Source: an optimization exercise on an open RTL-to-GDS flow (aim: small area, a short achievable clock period and few clock cycles). Production flows keep margins and buffers that such runs may drop.
Function was checked by simulation only, so behaviour that the tests miss may differ from the original.
Power and IR drop assume default switching activity.

==> inputs of harbor <==
==> flow/design.v <==
package bnn_pkg;
    localparam logic [2:0] ST_IDLE = 3'd0;
    localparam logic [2:0] ST_HDR  = 3'd1;
    localparam logic [2:0] ST_F0   = 3'd2;
    localparam logic [2:0] ST_F1   = 3'd3;
    localparam logic [2:0] ST_F2   = 3'd4;
    localparam logic [2:0] ST_CONV = 3'd5;
    localparam logic [2:0] ST_FIN1 = 3'd6;
    localparam logic [2:0] ST_FIN  = 3'd7;
    localparam logic [1:0] NX_ROW = 2'd0;    
    localparam logic [1:0] NX_IMG = 2'd1;    
    localparam logic [1:0] NX_END = 2'd2;    
    localparam int MIN_N = 3;
    localparam int POP_W = 4;
    localparam int WIN_W = 9;
    localparam int OUT_W = 14;    
    localparam logic [15:0] END_MARK_DEF = 16'h00FF;
endpackage
import bnn_pkg::*;
module bnn_row_pop
#(
    parameter int DATA_W = 16
) (
    input  logic [DATA_W-1:0] row_n2,
    input  logic [DATA_W-1:0] row_n1,
    input  logic [DATA_W-1:0] row_n,
    input  logic [WIN_W-1:0]  weight,
    output logic [OUT_W-1:0]  pop_s0,     
    output logic [OUT_W-1:0]  pop_c1a,    
    output logic [OUT_W-1:0]  pop_s1b,    
    output logic [OUT_W-1:0]  pop_c2      
);
    always_comb begin
        logic [WIN_W-1:0] win;
        logic [2:0]       s, c;
        for (int j = 0; j < OUT_W; j++) begin
            win = {row_n[j +: 3], row_n1[j +: 3], row_n2[j +: 3]} ~^ weight;
            for (int r = 0; r < 3; r++) begin
                s[r] = win[3*r] ^ win[3*r+1] ^ win[3*r+2];
                c[r] = (win[3*r] & win[3*r+1]) | (win[3*r] & win[3*r+2]) | (win[3*r+1] & win[3*r+2]);
            end
            pop_s0[j]  = s[0] ^ s[1] ^ s[2];
            pop_c1a[j] = (s[0] & s[1]) | (s[0] & s[2]) | (s[1] & s[2]);
            pop_s1b[j] = c[0] ^ c[1] ^ c[2];
            pop_c2[j]  = (c[0] & c[1]) | (c[0] & c[2]) | (c[1] & c[2]);
        end
    end
endmodule
module bnn_row_conv (
    input  logic [OUT_W-1:0]  pop_s0,
    input  logic [OUT_W-1:0]  pop_c1a,
    input  logic [OUT_W-1:0]  pop_s1b,
    input  logic [OUT_W-1:0]  pop_c2,
    input  logic [POP_W-1:0]  thresh,
    output logic [OUT_W-1:0]  out_row
);
    always_comb begin
        logic [POP_W-1:0] pop, gt, eq;
        for (int j = 0; j < OUT_W; j++) begin
            pop[0] = pop_s0[j];
            pop[1] = pop_c1a[j] ^ pop_s1b[j];
            pop[2] = pop_c2[j] ^ (pop_c1a[j] & pop_s1b[j]);
            pop[3] = pop_c2[j] & pop_c1a[j] & pop_s1b[j];
            gt = pop & ~thresh;
            eq = pop ~^ thresh;
            out_row[j] = gt[3] | (eq[3] & (gt[2] | (eq[2] & (gt[1] | (eq[1] & gt[0])))));
        end
    end
endmodule
import bnn_pkg::*;
module bnn_conv_engine
#(
    parameter int                DATA_W   = 16,
    parameter int                ADDR_W   = 12,
    parameter int                NUM_FILT = 4,
    parameter logic [DATA_W-1:0] END_MARK = DATA_W'(END_MARK_DEF)
) (
    input  logic              clk,
    input  logic              reset,
    input  logic              run,
    input  logic [3:0]        cfg_thresh,
    output logic              busy,
    output logic              done,
    output logic              err,
    output logic [ADDR_W-1:0] dut_sram_read_address,
    input  logic [DATA_W-1:0] sram_dut_read_data,
    output logic [ADDR_W-1:0] dut_sram_write_address,
    output logic [DATA_W-1:0] dut_sram_write_data,
    output logic              wr_enable,
    output logic [ADDR_W-1:0] dut_wmem_read_address,
    input  logic [DATA_W-1:0] wmem_dut_read_data
);
    logic [2:0]         state_q;
    logic [1:0]         next_q;          
    logic               busy_q, done_q, err_q;
    logic [ADDR_W-1:0]  rd_addr_q;
    logic [1:0]         wm_addr_q;       
    logic [3:0]         rows_left_q;     
    logic [3:0]         ncol_q;          
    logic [POP_W-1:0]   thresh_q;
    logic [DATA_W-1:0]  row_n2_q, row_n1_q, row_n_q;
    logic [WIN_W-1:0]   weight_q;
    logic               pop_vld_q;       
    logic [OUT_W-1:0]   pop_s0_q, pop_c1a_q, pop_s1b_q, pop_c2_q;
    logic               wr_en_q;
    logic [ADDR_W-1:0]  wr_addr_q;
    logic [OUT_W-1:0]   wr_data_q;
    logic [DATA_W-1:0]  rdata;
    logic               hdr_end, hdr_bad;
    logic               conv, ph2, ph3, last_row, shift;
    logic [OUT_W-1:0]   pop_s0, pop_c1a, pop_s1b, pop_c2;
    logic [OUT_W-1:0]   conv_row;
    logic [OUT_W-1:0]   col_mask;
    logic               unused_wbits;
    assign rdata        = sram_dut_read_data;
    assign hdr_end      = (rdata == END_MARK);
    assign hdr_bad      = (rdata < DATA_W'(MIN_N)) || (rdata > DATA_W'(DATA_W));
    assign unused_wbits = ^wmem_dut_read_data[DATA_W-1:WIN_W];
    assign conv     = (state_q == ST_CONV);
    assign ph2      = conv && (wm_addr_q == 2'd0);
    assign ph3      = conv && (wm_addr_q == 2'd1);
    assign last_row = (rows_left_q == 4'd1);
    assign shift    = (state_q == ST_F0) || (state_q == ST_F1) || (state_q == ST_F2) || ph3;
    bnn_row_pop #(.DATA_W(DATA_W)) u_row_pop (
        .row_n2  (row_n2_q),
        .row_n1  (row_n1_q),
        .row_n   (row_n_q),
        .weight  (weight_q),
        .pop_s0  (pop_s0),
        .pop_c1a (pop_c1a),
        .pop_s1b (pop_s1b),
        .pop_c2  (pop_c2)
    );
    bnn_row_conv u_row_conv (
        .pop_s0  (pop_s0_q),
        .pop_c1a (pop_c1a_q),
        .pop_s1b (pop_s1b_q),
        .pop_c2  (pop_c2_q),
        .thresh  (thresh_q),
        .out_row (conv_row)
    );
    always_comb begin
        for (int j = 0; j < OUT_W; j++) col_mask[j] = (4'(j) < ncol_q);
    end
    always_ff @(posedge clk) begin
        if (reset) begin
            state_q   <= ST_IDLE;
            busy_q    <= 1'b0;
            done_q    <= 1'b0;
            err_q     <= 1'b0;
            rd_addr_q <= '0;
            wm_addr_q <= '0;
            pop_vld_q <= 1'b0;
            wr_en_q   <= 1'b0;
        end else begin
            done_q    <= 1'b0;
            pop_vld_q <= conv;
            wr_en_q   <= pop_vld_q;
            wm_addr_q <= '0;
            case (state_q)
                ST_IDLE: begin
                    busy_q    <= 1'b0;
                    rd_addr_q <= '0;
                    if (run) begin
                        busy_q    <= 1'b1;
                        err_q     <= 1'b0;
                        rd_addr_q <= ADDR_W'(1);
                        state_q   <= ST_HDR;
                    end
                end
                ST_HDR: begin
                    if (hdr_end || hdr_bad) begin
                        err_q   <= !hdr_end;
                        done_q  <= 1'b1;
                        state_q <= ST_IDLE;
                    end else begin
                        rd_addr_q <= rd_addr_q + ADDR_W'(1);
                        state_q   <= ST_F0;
                    end
                end
                ST_F0: begin
                    rd_addr_q <= rd_addr_q + ADDR_W'(1);
                    state_q   <= ST_F1;
                end
                ST_F1: begin
                    rd_addr_q <= rd_addr_q + ADDR_W'(1);
                    wm_addr_q <= 2'd1;
                    state_q   <= ST_F2;
                end
                ST_F2: begin
                    wm_addr_q <= 2'd2;
                    state_q   <= ST_CONV;
                end
                ST_CONV: begin
                    wm_addr_q <= wm_addr_q + 2'd1;
                    if (last_row ? (wm_addr_q != 2'd2) : ph3)
                        rd_addr_q <= rd_addr_q + ADDR_W'(1);
                    if (ph2) err_q <= hdr_bad && !hdr_end;
                    if (ph3) begin
                        case (next_q)
                            NX_IMG: begin
                                wm_addr_q <= 2'd0;
                                state_q   <= ST_F1;
                            end
                            NX_END:  state_q <= ST_FIN1;
                            default: ;
                        endcase
                    end
                end
                ST_FIN1: state_q <= ST_FIN;
                ST_FIN: begin
                    done_q  <= 1'b1;
                    state_q <= ST_IDLE;
                end
                default: state_q <= ST_IDLE;
            endcase
        end
    end
    always_ff @(posedge clk) begin
        if (state_q == ST_IDLE && run) thresh_q <= cfg_thresh;
        if (ph2) begin
            if (!last_row)              next_q <= NX_ROW;
            else if (hdr_end || hdr_bad) next_q <= NX_END;
            else                        next_q <= NX_IMG;
        end
        if (state_q == ST_HDR || (ph2 && last_row)) rows_left_q <= 4'(rdata - DATA_W'(2));
        else if (ph2)                               rows_left_q <= rows_left_q - 4'd1;
        if (state_q == ST_F1) ncol_q <= rows_left_q;
        if (shift) begin
            row_n2_q <= row_n1_q;
            row_n1_q <= row_n_q;
            row_n_q  <= rdata;
        end
        weight_q  <= wmem_dut_read_data[WIN_W-1:0];
        pop_s0_q  <= pop_s0;
        pop_c1a_q <= pop_c1a;
        pop_s1b_q <= pop_s1b;
        pop_c2_q  <= pop_c2;
        wr_data_q <= conv_row & col_mask;
        if (state_q == ST_IDLE) wr_addr_q <= '0;
        else if (wr_en_q) wr_addr_q <= wr_addr_q + ADDR_W'(1);
    end
    assign busy                   = busy_q;
    assign done                   = done_q;
    assign err                    = err_q;
    assign dut_sram_read_address  = rd_addr_q;
    assign dut_wmem_read_address  = ADDR_W'(wm_addr_q);
    assign dut_sram_write_address = wr_addr_q;
    assign dut_sram_write_data    = DATA_W'(wr_data_q);
    assign wr_enable              = wr_en_q;
endmodule
==> flow/run.sh <==
#!/bin/bash
# synth_recipe.tcl (not shown) runs the flow's synth.tcl, then flattens the netlist and writes it again
# the make line also repeats each setting of config.mk as NAME=value (left out here)
make -C /OpenROAD-flow-scripts/flow DESIGN_CONFIG=/design/flow/config.mk WORK_HOME=/design/flow/orfs CLKGATE_MAP_FILE= SYNTH_SCRIPT=/design/flow/synth_recipe.tcl finish
==> flow/config.mk <==
export PLATFORM = sky130hd
export DESIGN_NAME = bnn_conv_engine
export DESIGN_NICKNAME = bnn_conv_engine
export VERILOG_FILES = /design/flow/design.v
export SDC_FILE = /design/flow/constraint.sdc
export NUM_CORES = 4
export LEC_CHECK = 0
export CAP_MARGIN = 20
export CORE_MARGIN = 2
export CORE_UTILIZATION = 40
export SLEW_MARGIN = 20
==> flow/constraint.sdc <==
create_clock -name core_clock -period 6.0 [get_ports {clk}]
set_input_delay 1.2000 -clock core_clock [delete_from_list [all_inputs] [get_ports {clk}]]
set_output_delay 1.2000 -clock core_clock [all_outputs]
set_load 0.01 [all_outputs]
==> amber: changes against harbor <==
--- a/flow/design.v
+++ b/flow/design.v
@@ -5,8 +5,7 @@
     localparam logic [2:0] ST_F1   = 3'd3;
     localparam logic [2:0] ST_F2   = 3'd4;
     localparam logic [2:0] ST_CONV = 3'd5;
-    localparam logic [2:0] ST_FIN1 = 3'd6;
-    localparam logic [2:0] ST_FIN  = 3'd7;
+    localparam logic [2:0] ST_FIN  = 3'd6;
     localparam logic [1:0] NX_ROW = 2'd0;    
     localparam logic [1:0] NX_IMG = 2'd1;    
     localparam logic [1:0] NX_END = 2'd2;    
@@ -17,7 +16,7 @@
     localparam logic [15:0] END_MARK_DEF = 16'h00FF;
 endpackage
 import bnn_pkg::*;
-module bnn_row_pop
+module bnn_row_conv
 #(
     parameter int DATA_W = 16
 ) (
@@ -25,42 +24,28 @@
     input  logic [DATA_W-1:0] row_n1,
     input  logic [DATA_W-1:0] row_n,
     input  logic [WIN_W-1:0]  weight,
-    output logic [OUT_W-1:0]  pop_s0,     
-    output logic [OUT_W-1:0]  pop_c1a,    
-    output logic [OUT_W-1:0]  pop_s1b,    
-    output logic [OUT_W-1:0]  pop_c2      
+    input  logic [POP_W-1:0]  thresh,
+    output logic [OUT_W-1:0]  out_row
 );
     always_comb begin
         logic [WIN_W-1:0] win;
         logic [2:0]       s, c;
+        logic             s0, c1a, s1b, c2;
+        logic [POP_W-1:0] pop, gt, eq;
         for (int j = 0; j < OUT_W; j++) begin
             win = {row_n[j +: 3], row_n1[j +: 3], row_n2[j +: 3]} ~^ weight;
             for (int r = 0; r < 3; r++) begin
                 s[r] = win[3*r] ^ win[3*r+1] ^ win[3*r+2];
                 c[r] = (win[3*r] & win[3*r+1]) | (win[3*r] & win[3*r+2]) | (win[3*r+1] & win[3*r+2]);
             end
-            pop_s0[j]  = s[0] ^ s[1] ^ s[2];
-            pop_c1a[j] = (s[0] & s[1]) | (s[0] & s[2]) | (s[1] & s[2]);
-            pop_s1b[j] = c[0] ^ c[1] ^ c[2];
-            pop_c2[j]  = (c[0] & c[1]) | (c[0] & c[2]) | (c[1] & c[2]);
-        end
-    end
-endmodule
-module bnn_row_conv (
-    input  logic [OUT_W-1:0]  pop_s0,
-    input  logic [OUT_W-1:0]  pop_c1a,
-    input  logic [OUT_W-1:0]  pop_s1b,
-    input  logic [OUT_W-1:0]  pop_c2,
-    input  logic [POP_W-1:0]  thresh,
-    output logic [OUT_W-1:0]  out_row
-);
-    always_comb begin
-        logic [POP_W-1:0] pop, gt, eq;
-        for (int j = 0; j < OUT_W; j++) begin
-            pop[0] = pop_s0[j];
-            pop[1] = pop_c1a[j] ^ pop_s1b[j];
-            pop[2] = pop_c2[j] ^ (pop_c1a[j] & pop_s1b[j]);
-            pop[3] = pop_c2[j] & pop_c1a[j] & pop_s1b[j];
+            s0  = s[0] ^ s[1] ^ s[2];
+            c1a = (s[0] & s[1]) | (s[0] & s[2]) | (s[1] & s[2]);
+            s1b = c[0] ^ c[1] ^ c[2];
+            c2  = (c[0] & c[1]) | (c[0] & c[2]) | (c[1] & c[2]);
+            pop[0] = s0;
+            pop[1] = c1a ^ s1b;
+            pop[2] = c2 ^ (c1a & s1b);
+            pop[3] = c2 & c1a & s1b;
             gt = pop & ~thresh;
             eq = pop ~^ thresh;
             out_row[j] = gt[3] | (eq[3] & (gt[2] | (eq[2] & (gt[1] | (eq[1] & gt[0])))));
@@ -100,15 +85,12 @@
     logic [POP_W-1:0]   thresh_q;
     logic [DATA_W-1:0]  row_n2_q, row_n1_q, row_n_q;
     logic [WIN_W-1:0]   weight_q;
-    logic               pop_vld_q;       
-    logic [OUT_W-1:0]   pop_s0_q, pop_c1a_q, pop_s1b_q, pop_c2_q;
     logic               wr_en_q;
     logic [ADDR_W-1:0]  wr_addr_q;
     logic [OUT_W-1:0]   wr_data_q;
     logic [DATA_W-1:0]  rdata;
     logic               hdr_end, hdr_bad;
     logic               conv, ph2, ph3, last_row, shift;
-    logic [OUT_W-1:0]   pop_s0, pop_c1a, pop_s1b, pop_c2;
     logic [OUT_W-1:0]   conv_row;
     logic [OUT_W-1:0]   col_mask;
     logic               unused_wbits;
@@ -121,21 +103,11 @@
     assign ph3      = conv && (wm_addr_q == 2'd1);
     assign last_row = (rows_left_q == 4'd1);
     assign shift    = (state_q == ST_F0) || (state_q == ST_F1) || (state_q == ST_F2) || ph3;
-    bnn_row_pop #(.DATA_W(DATA_W)) u_row_pop (
+    bnn_row_conv #(.DATA_W(DATA_W)) u_row_conv (
         .row_n2  (row_n2_q),
         .row_n1  (row_n1_q),
         .row_n   (row_n_q),
         .weight  (weight_q),
-        .pop_s0  (pop_s0),
-        .pop_c1a (pop_c1a),
-        .pop_s1b (pop_s1b),
-        .pop_c2  (pop_c2)
-    );
-    bnn_row_conv u_row_conv (
-        .pop_s0  (pop_s0_q),
-        .pop_c1a (pop_c1a_q),
-        .pop_s1b (pop_s1b_q),
-        .pop_c2  (pop_c2_q),
         .thresh  (thresh_q),
         .out_row (conv_row)
     );
@@ -150,12 +122,10 @@
             err_q     <= 1'b0;
             rd_addr_q <= '0;
             wm_addr_q <= '0;
-            pop_vld_q <= 1'b0;
             wr_en_q   <= 1'b0;
         end else begin
             done_q    <= 1'b0;
-            pop_vld_q <= conv;
-            wr_en_q   <= pop_vld_q;
+            wr_en_q   <= conv;
             wm_addr_q <= '0;
             case (state_q)
                 ST_IDLE: begin
@@ -202,12 +172,11 @@
                                 wm_addr_q <= 2'd0;
                                 state_q   <= ST_F1;
                             end
-                            NX_END:  state_q <= ST_FIN1;
+                            NX_END:  state_q <= ST_FIN;
                             default: ;
                         endcase
                     end
                 end
-                ST_FIN1: state_q <= ST_FIN;
                 ST_FIN: begin
                     done_q  <= 1'b1;
                     state_q <= ST_IDLE;
@@ -232,10 +201,6 @@
             row_n_q  <= rdata;
         end
         weight_q  <= wmem_dut_read_data[WIN_W-1:0];
-        pop_s0_q  <= pop_s0;
-        pop_c1a_q <= pop_c1a;
-        pop_s1b_q <= pop_s1b;
-        pop_c2_q  <= pop_c2;
         wr_data_q <= conv_row & col_mask;
         if (state_q == ST_IDLE) wr_addr_q <= '0;
         else if (wr_en_q) wr_addr_q <= wr_addr_q + ADDR_W'(1);
==> raven: changes against harbor <==
--- a/flow/design.v
+++ b/flow/design.v
@@ -55,15 +55,15 @@
     output logic [OUT_W-1:0]  out_row
 );
     always_comb begin
-        logic [POP_W-1:0] pop, gt, eq;
+        logic [POP_W-1:0] pop, gt, ge;
         for (int j = 0; j < OUT_W; j++) begin
             pop[0] = pop_s0[j];
             pop[1] = pop_c1a[j] ^ pop_s1b[j];
             pop[2] = pop_c2[j] ^ (pop_c1a[j] & pop_s1b[j]);
             pop[3] = pop_c2[j] & pop_c1a[j] & pop_s1b[j];
             gt = pop & ~thresh;
-            eq = pop ~^ thresh;
-            out_row[j] = gt[3] | (eq[3] & (gt[2] | (eq[2] & (gt[1] | (eq[1] & gt[0])))));
+            ge = pop | ~thresh;
+            out_row[j] = gt[3] | (ge[3] & (gt[2] | (ge[2] & (gt[1] | (ge[1] & gt[0])))));
         end
     end
 endmodule
@@ -93,10 +93,12 @@
     logic [2:0]         state_q;
     logic [1:0]         next_q;          
     logic               busy_q, done_q, err_q;
+    logic               hdr_term_q;      
+    logic               hdr_bad_q;       
     logic [ADDR_W-1:0]  rd_addr_q;
     logic [1:0]         wm_addr_q;       
     logic [3:0]         rows_left_q;     
-    logic [3:0]         ncol_q;          
+    logic [3:0]         n_q;             
     logic [POP_W-1:0]   thresh_q;
     logic [DATA_W-1:0]  row_n2_q, row_n1_q, row_n_q;
     logic [WIN_W-1:0]   weight_q;
@@ -119,7 +121,7 @@
     assign conv     = (state_q == ST_CONV);
     assign ph2      = conv && (wm_addr_q == 2'd0);
     assign ph3      = conv && (wm_addr_q == 2'd1);
-    assign last_row = (rows_left_q == 4'd1);
+    assign last_row = (rows_left_q == 4'd3);
     assign shift    = (state_q == ST_F0) || (state_q == ST_F1) || (state_q == ST_F2) || ph3;
     bnn_row_pop #(.DATA_W(DATA_W)) u_row_pop (
         .row_n2  (row_n2_q),
@@ -140,7 +142,7 @@
         .out_row (conv_row)
     );
     always_comb begin
-        for (int j = 0; j < OUT_W; j++) col_mask[j] = (4'(j) < ncol_q);
+        for (int j = 0; j < OUT_W; j++) col_mask[j] = (n_q == 4'd0) || (4'(j + 2) < n_q);
     end
     always_ff @(posedge clk) begin
         if (reset) begin
@@ -169,18 +171,18 @@
                     end
                 end
                 ST_HDR: begin
-                    if (hdr_end || hdr_bad) begin
-                        err_q   <= !hdr_end;
+                    rd_addr_q <= rd_addr_q + ADDR_W'(1);
+                    state_q   <= ST_F0;
+                end
+                ST_F0: begin
+                    rd_addr_q <= rd_addr_q + ADDR_W'(1);
+                    if (hdr_term_q) begin
+                        err_q   <= hdr_bad_q;
                         done_q  <= 1'b1;
                         state_q <= ST_IDLE;
                     end else begin
-                        rd_addr_q <= rd_addr_q + ADDR_W'(1);
-                        state_q   <= ST_F0;
+                        state_q <= ST_F1;
                     end
-                end
-                ST_F0: begin
-                    rd_addr_q <= rd_addr_q + ADDR_W'(1);
-                    state_q   <= ST_F1;
                 end
                 ST_F1: begin
                     rd_addr_q <= rd_addr_q + ADDR_W'(1);
@@ -195,7 +197,7 @@
                     wm_addr_q <= wm_addr_q + 2'd1;
                     if (last_row ? (wm_addr_q != 2'd2) : ph3)
                         rd_addr_q <= rd_addr_q + ADDR_W'(1);
-                    if (ph2) err_q <= hdr_bad && !hdr_end;
+                    if (ph2) err_q <= hdr_bad_q;
                     if (ph3) begin
                         case (next_q)
                             NX_IMG: begin
@@ -217,15 +219,17 @@
         end
     end
     always_ff @(posedge clk) begin
+        hdr_term_q <= hdr_end || hdr_bad;
+        hdr_bad_q  <= hdr_bad && !hdr_end;
         if (state_q == ST_IDLE && run) thresh_q <= cfg_thresh;
         if (ph2) begin
-            if (!last_row)              next_q <= NX_ROW;
-            else if (hdr_end || hdr_bad) next_q <= NX_END;
-            else                        next_q <= NX_IMG;
-        end
-        if (state_q == ST_HDR || (ph2 && last_row)) rows_left_q <= 4'(rdata - DATA_W'(2));
+            if (!last_row)       next_q <= NX_ROW;
+            else if (hdr_term_q) next_q <= NX_END;
+            else                 next_q <= NX_IMG;
+        end
+        if (state_q == ST_HDR || (ph2 && last_row)) rows_left_q <= rdata[3:0];
         else if (ph2)                               rows_left_q <= rows_left_q - 4'd1;
-        if (state_q == ST_F1) ncol_q <= rows_left_q;
+        if (state_q == ST_F1) n_q <= rows_left_q;
         if (shift) begin
             row_n2_q <= row_n1_q;
             row_n1_q <= row_n_q;
==> flow/flow/run.sh (new file) <==
#!/bin/bash
set -euo pipefail
export BUFFER_PORTS_ARGS="-buffer_cell sky130_fd_sc_hd__buf_2"
export CTS_ARGS="-sink_clustering_enable -repair_clock_nets -dont_use_dummy_load -buf_list {sky130_fd_sc_hd__clkbuf_16} -root_buf sky130_fd_sc_hd__clkbuf_16 -sink_clustering_size 50 -sink_clustering_max_diameter 400"
bash standard.sh > flow.log 2>&1
==> flow/standard.sh (new file) <==
#!/bin/bash
# synth_recipe.tcl (not shown) runs the flow's synth.tcl, then flattens the netlist and writes it again
# the make line also repeats each setting of config.mk as NAME=value (left out here)
make -C /OpenROAD-flow-scripts/flow DESIGN_CONFIG=/design/flow/config.mk WORK_HOME=/design/flow/orfs CLKGATE_MAP_FILE= SYNTH_SCRIPT=/design/flow/synth_recipe.tcl "${@:-finish}"
--- a/flow/config.mk
+++ b/flow/config.mk
@@ -8,4 +8,5 @@
 export CAP_MARGIN = 20
 export CORE_MARGIN = 2
 export CORE_UTILIZATION = 40
+export SETUP_SLACK_MARGIN = 3.8
 export SLEW_MARGIN = 20
removed: flow/run.sh
==> summary of the runs <==
- The lowest clock skew belongs to amber, the highest to raven.
- The highest wire length belongs to raven, the lowest to harbor.
- The lowest sequential share of layout area belongs to amber, the highest to raven.
- Against raven, the fmax of harbor is smaller by 32%.
- Sequential cell count, highest first: raven, harbor, amber.
- Against raven, the clock power of amber is larger by about 20%.
- Area after synthesis: raven > harbor > amber.
- Die area, lowest first: amber, harbor, raven.
==> figures <==
	amber	raven	harbor
Area share of the largest cell type after synthesis	0.218	0.233	0.232
Top pwr grp	the clock network	sequential cells	sequential cells
Final core utilization	0.483	0.451	0.467
Data arrival time at the worst-slack endpoint	3810 ps	950 ps	3490 ps
Number of DRC violations after detailed-routing iteration 0	231	269	226
Wire length on met1	8300 µm	9540 µm	8760 µm
Result of the run	no timing/DRC/antenna violations	no timing/DRC/antenna violations	no timing/DRC/antenna violations
Share of post-route cells with drive strength above 1	0.0478	0.153	0.0524
Maximum vdd ir drop	0.000210 V	0.000168 V	0.000149 V
Combinational Power Share	0.238	0.243	0.184
Final Cycle Share	0.590	0.359	0.528
Fraction of area in multi-input gates	0.506	0.474	0.455
Commonest non-fill, non-tap cell in the layout	sky130_fd_sc_hd__xnor2_1	sky130_fd_sc_hd__xor2_1	sky130_fd_sc_hd__dfxtp_1
Sequential cell power	0.911 mW	1.54 mW	1.43 mW
Number of distinct standard cells referenced by the synthesized netlist	52	65	55
Clk sink count	118	177	175
Top fanout value on the critical path	14	4	12
Number of cells on the critical path	10	1	6
Testbench counts of harbor, summed over its fixed seeds: cycles 8,908.
Testbench counts of amber, summed over its fixed seeds: cycles 8,812.
Testbench counts of raven, summed over its fixed seeds: cycles 8,908.

port drivers added, routing unchanged:
How much do the figures lean on ideal ports? The routed layouts below were timed once more, with nothing changed but the port constraints.
Step 1 assumes that a clkbuf_16 drives the clock port and a buf_2 every other input.
Step 2 times the ports against the registers' clock, not the clock port: input delays grow and output delays shrink by t, the midpoint of the rising clock arrivals with the driver on.
Slacks: ideal / step 1 / step 2; pairs: ideal / step 1.
| run | shift t [ns] | setup slack, ns | worst setup path after step 2 | worst register clock-pin slew, ns | worst data-port slew with drivers (ns) |
|---|---|---|---|---|---|
| harbor | 0.467 | 2.832 / 2.853 / 2.386 | input to register | 0.07 / 0.07 | 0.06 |
| amber | 0.452 | 2.463 / 2.463 / 2.221 | input to register | 0.06 / 0.06 | 0.05 |
| raven | 0.460 | 3.848 / 3.802 / 3.513 | input to register | 0.08 / 0.08 | 0.03 |
After both steps setup and hold are still met in every run listed. The setup slack of harbor, which loses most, moves by +0.021 ns with the drivers and by -0.446 ns with both steps.
